This is an optimization exercise on Yosys and OpenROAD, whose aim is small area, a short achievable clock period and few clock cycles, not a production implementation.
Function was checked by simulation only, so behaviour that the tests miss may differ from the original.
Power figures rest on the tool's default switching activity, not on a simulated workload.

run H:
Design interval_task_timer_table, start of the top module:
module interval_task_timer_table (
	input  logic               clk,
	input  logic               arst_n,
	input  logic               item_valid,
	output logic               item_ready,
	input  logic               item_cmd,
	input  logic [TICK_W-1:0]  item_now_ticks,
	input  logic [PERIOD_W-1:0] item_period_ms,
	input  logic               item_periodic,
	output logic               result_valid,
	input  logic               result_ready,
	output logic [TIDX_W-1:0]  result_task_index,
	output logic               result_accepted,
	output logic               result_fired,
	output logic               result_last,
	input  logic               psel,
	input  logic               penable,
	input  logic               pwrite,
	input  logic [PADDR_W-1:0] paddr,
	input  logic [DATA_W-1:0]  pwdata,
	output logic [DATA_W-1:0]  prdata,
	output logic               pready
);
Size in the first run: about 3500 cells after synthesis, roughly 1000 flip-flops, roughly 52000 um2 of cells after synthesis.
clock: 8.0 ns
lec_check: 0
cap_margin: 20
core_margin: 2
core_utilization: 40
cts_buf_list: sky130_fd_sc_hd__clkbuf_8
setup_slack_margin: 3.85
slew_margin: 20
run.sh (not shown) runs the stock make flow with config.mk's settings and CLKGATE_MAP_FILE= SYNTH_SCRIPT=/design/flow/synth_recipe.tcl, a recipe that flattens the netlist after the stock synthesis.
Testbench counts of run H, summed over its fixed seeds: cycles 5,442.
The inputs of run R differ from those of run H as listed below.
-- flow/config.mk --
<<< run H, line 11
export CTS_BUF_LIST = sky130_fd_sc_hd__clkbuf_8
export SETUP_SLACK_MARGIN = 3.85
export SLEW_MARGIN = 20
>>> run R, line 11
export CTS_BUF_LIST = sky130_fd_sc_hd__clkbuf_8
export CTS_CLUSTER_SIZE = 30
export SETUP_SLACK_MARGIN = 4.0
export SLEW_MARGIN = 20
Results
- Share of the cycle needed by the critical path after routing ended up 0.41 points higher on run R than on run H.
- Comparing run H with run R, the count of endpoints failing hold in the final timing report came out essentially unchanged.
- Post-layout minimum cycle time (run R over run H): increase, 33 ps
- Summary of run R over run H: via count went up by about 1.8%, maximum fanout count along the critical path went down by 9, relative area change from synthesis to final layout went up by 2.9 points, multi-input combinational cell count was more or less identical, sequential group power was more or less identical.
- First-pass GRT wire length (run R vs. run H) increases slightly

---

Starting RTL as in the previous note.
// interval_task_timer_table
module interval_task_timer_table (
	input  logic               clk,
	input  logic               arst_n,
	input  logic               item_valid,
	output logic               item_ready,
	input  logic               item_cmd,
	input  logic [TICK_W-1:0]  item_now_ticks,
	input  logic [PERIOD_W-1:0] item_period_ms,
	input  logic               item_periodic,
	output logic               result_valid,
	input  logic               result_ready,
	output logic [TIDX_W-1:0]  result_task_index,
	output logic               result_accepted,
	output logic               result_fired,
	output logic               result_last,
	input  logic               psel,
	input  logic               penable,
	input  logic               pwrite,
	input  logic [PADDR_W-1:0] paddr,
	input  logic [DATA_W-1:0]  pwdata,
	output logic [DATA_W-1:0]  prdata,
	output logic               pready
);
Settings: LEC_CHECK=0, CAP_MARGIN=20, CORE_MARGIN=2, CORE_UTILIZATION=60, PLACE_DENSITY=0.72, SETUP_SLACK_MARGIN=4.0, SLEW_MARGIN=20; clock period 8.0 ns.
The first run produced a clean layout.
Testbench counts at the start, summed over its fixed seeds: cycles 5,442.
==> next run, changes <==
Settings changed: ABC_AREA set to 1, CORE_UTILIZATION 60 to 40, CTS_BUF_LIST set to sky130_fd_sc_hd__clkbuf_8, PLACE_DENSITY 0.72 to unset, SETUP_SLACK_MARGIN 4.0 to 3.9.
=>
- synthesized area goes up slightly
- cell count increases by a quarter to a third
- flip-flop and latch count is unchanged

---

Another version of the RTL of interval_task_timer_table (not shown whole).
Size: ~4,000 cells after synthesis, about 0.052 sq mm of cells after synthesis.
export LEC_CHECK = 0
export ABC_AREA = 1
export CAP_MARGIN = 20
export CORE_MARGIN = 2
export CORE_UTILIZATION = 40
export CTS_BUF_LIST = sky130_fd_sc_hd__clkbuf_16
export CTS_CLUSTER_DIAMETER = 70
export CTS_CLUSTER_SIZE = 25
export SETUP_SLACK_MARGIN = 4.5
export SLEW_MARGIN = 20
create_clock -name core_clock -period 8.0 [get_ports {clk}]
standard.sh (not shown) runs the stock make flow with config.mk's settings and CLKGATE_MAP_FILE= SYNTH_SCRIPT=/design/flow/synth_recipe.tcl, a recipe that flattens the netlist after the stock synthesis.
==> flow/flow/run.sh <==
#!/bin/bash
set -euo pipefail
bash standard.sh MATCH_CELL_FOOTPRINT=0 finish > flow.log 2>&1
The starting point passed the timing, design-rule and antenna checks.
Testbench counts at the start, summed over its fixed seeds: cycles 5,442.
==> next run, changes <==
==> flow/run.sh (new file) <==
#!/bin/bash
# synth_recipe.tcl (not shown) runs the flow's synth.tcl, then flattens the netlist and writes it again
# the make line also repeats each setting of config.mk as NAME=value (left out here)
make -C /OpenROAD-flow-scripts/flow DESIGN_CONFIG=/design/flow/config.mk WORK_HOME=/design/flow/orfs CLKGATE_MAP_FILE= SYNTH_SCRIPT=/design/flow/synth_recipe.tcl finish
CTS_BUF_LIST = sky130_fd_sc_hd__clkbuf_8   (was sky130_fd_sc_hd__clkbuf_16)
CTS_CLUSTER_DIAMETER = default   (was 70)
CTS_CLUSTER_SIZE = default   (was 25)
SETUP_SLACK_MARGIN = 4.0   (was 4.5)
removed: flow/flow/run.sh
removed: flow/standard.sh
What happened: The new run completed without violations. Register-to-register slack gets worse by 230 ps. Routed wire length falls by 8.1%. Global-route usage shrinks by 1.2 points.
==> next run, changes <==
CTS_BUF_LIST = sky130_fd_sc_hd__clkbuf_16   (was sky130_fd_sc_hd__clkbuf_8)
CTS_CLUSTER_DIAMETER = 70   (was default)
CTS_CLUSTER_SIZE = 25   (was default)
SETUP_SLACK_MARGIN = 4.5   (was 4.0)
TNS_END_PERCENT = 5   (was default)
The changed run completed with no timing, DRC or antenna violations.
Wire length went up by 4.4%.
First-iteration DRC count went up by 24%.
Die area does not change.
Critical path depth went down by 12.
Core utilization went up by 0.98 points.
Setup slack gains 140 ps.
==> next run, changes <==
CORE_UTILIZATION = 55   (was 40)
CTS_BUF_LIST = sky130_fd_sc_hd__clkbuf_8   (was sky130_fd_sc_hd__clkbuf_16)
CTS_CLUSTER_DIAMETER = default   (was 70)
CTS_CLUSTER_SIZE = default   (was 25)
PLACE_DENSITY = 0.7   (was default)
SETUP_SLACK_MARGIN = 4.3   (was 4.5)
TNS_END_PERCENT = default   (was 5)
Now the flow completed, yet does not pass: antenna rules; global-route usage went up by 6.8 points; core utilization rose by 17 points; synthesized cell count stays the same; maximum frequency barely changes; synthesized area does not change; final area came out lower by 1.1%.
==> next run, changes <==
CORE_UTILIZATION = 40   (was 55)
CTS_BUF_LIST = sky130_fd_sc_hd__clkbuf_16   (was sky130_fd_sc_hd__clkbuf_8)
CTS_CLUSTER_DIAMETER = 70   (was default)
CTS_CLUSTER_SIZE = 25   (was default)
PLACE_DENSITY = default   (was 0.7)
SETUP_SLACK_MARGIN = 4.4   (was 4.3)
TNS_END_PERCENT = 5   (was default)
Result: Now the flow completed without violations; global-route usage falls by 6.9 points; cell count climbs by a few percent; clock-buffer cell count falls by 92; power is about the same; wire length goes up slightly; sequential power barely changes.

## what the ideal ports hide
The results above use ideal ports. As a check the final layouts listed here were re-extracted and re-timed, cells and wires unchanged. Step 1: set_driving_cell puts a clkbuf_16 on clk and a buf_2 on each other input, an assumption about the parent block. Step 2 also shifts input and output timing later by t, the mid clock arrival at the registers, as if the neighbouring blocks saw the same clock. a / b / c = no drivers / after step 1 / after step 2; a / b = the first two.
run	shift t [ns]	setup WS [ns]	worst hold slack (ns)
run H	0.929	3.893 / 3.883 / 3.883	0.417 / 0.417 / 0.417
run R	0.939	3.860 / 3.860 / 3.860	0.422 / 0.422 / 0.422
the first run of note 2	0.764	3.864 / 3.864 / 3.864	0.416 / 0.416 / 0.416
the second run of note 2	0.930	3.940 / 3.918 / 3.918	0.417 / 0.417 / 0.417
the first run of note 3	0.746	4.231 / 4.201 / 4.084	0.418 / 0.418 / 0.418
the second run of note 3	0.927	4.119 / 4.119 / 4.119	0.421 / 0.421 / 0.421
the third run of note 3	0.754	4.263 / 4.070 / 4.070	0.426 / 0.426 / 0.426
the fourth run of note 3	0.915	4.260 / 4.260 / 3.717	0.423 / 0.423 / 0.423
the fifth run of note 3	0.756	4.320 / 4.297 / 4.149	0.426 / 0.426 / 0.426
For the fourth run of note 3, which loses most, drivers alone change the setup slack by 0.000 ns; drivers and shift together by -0.543 ns.
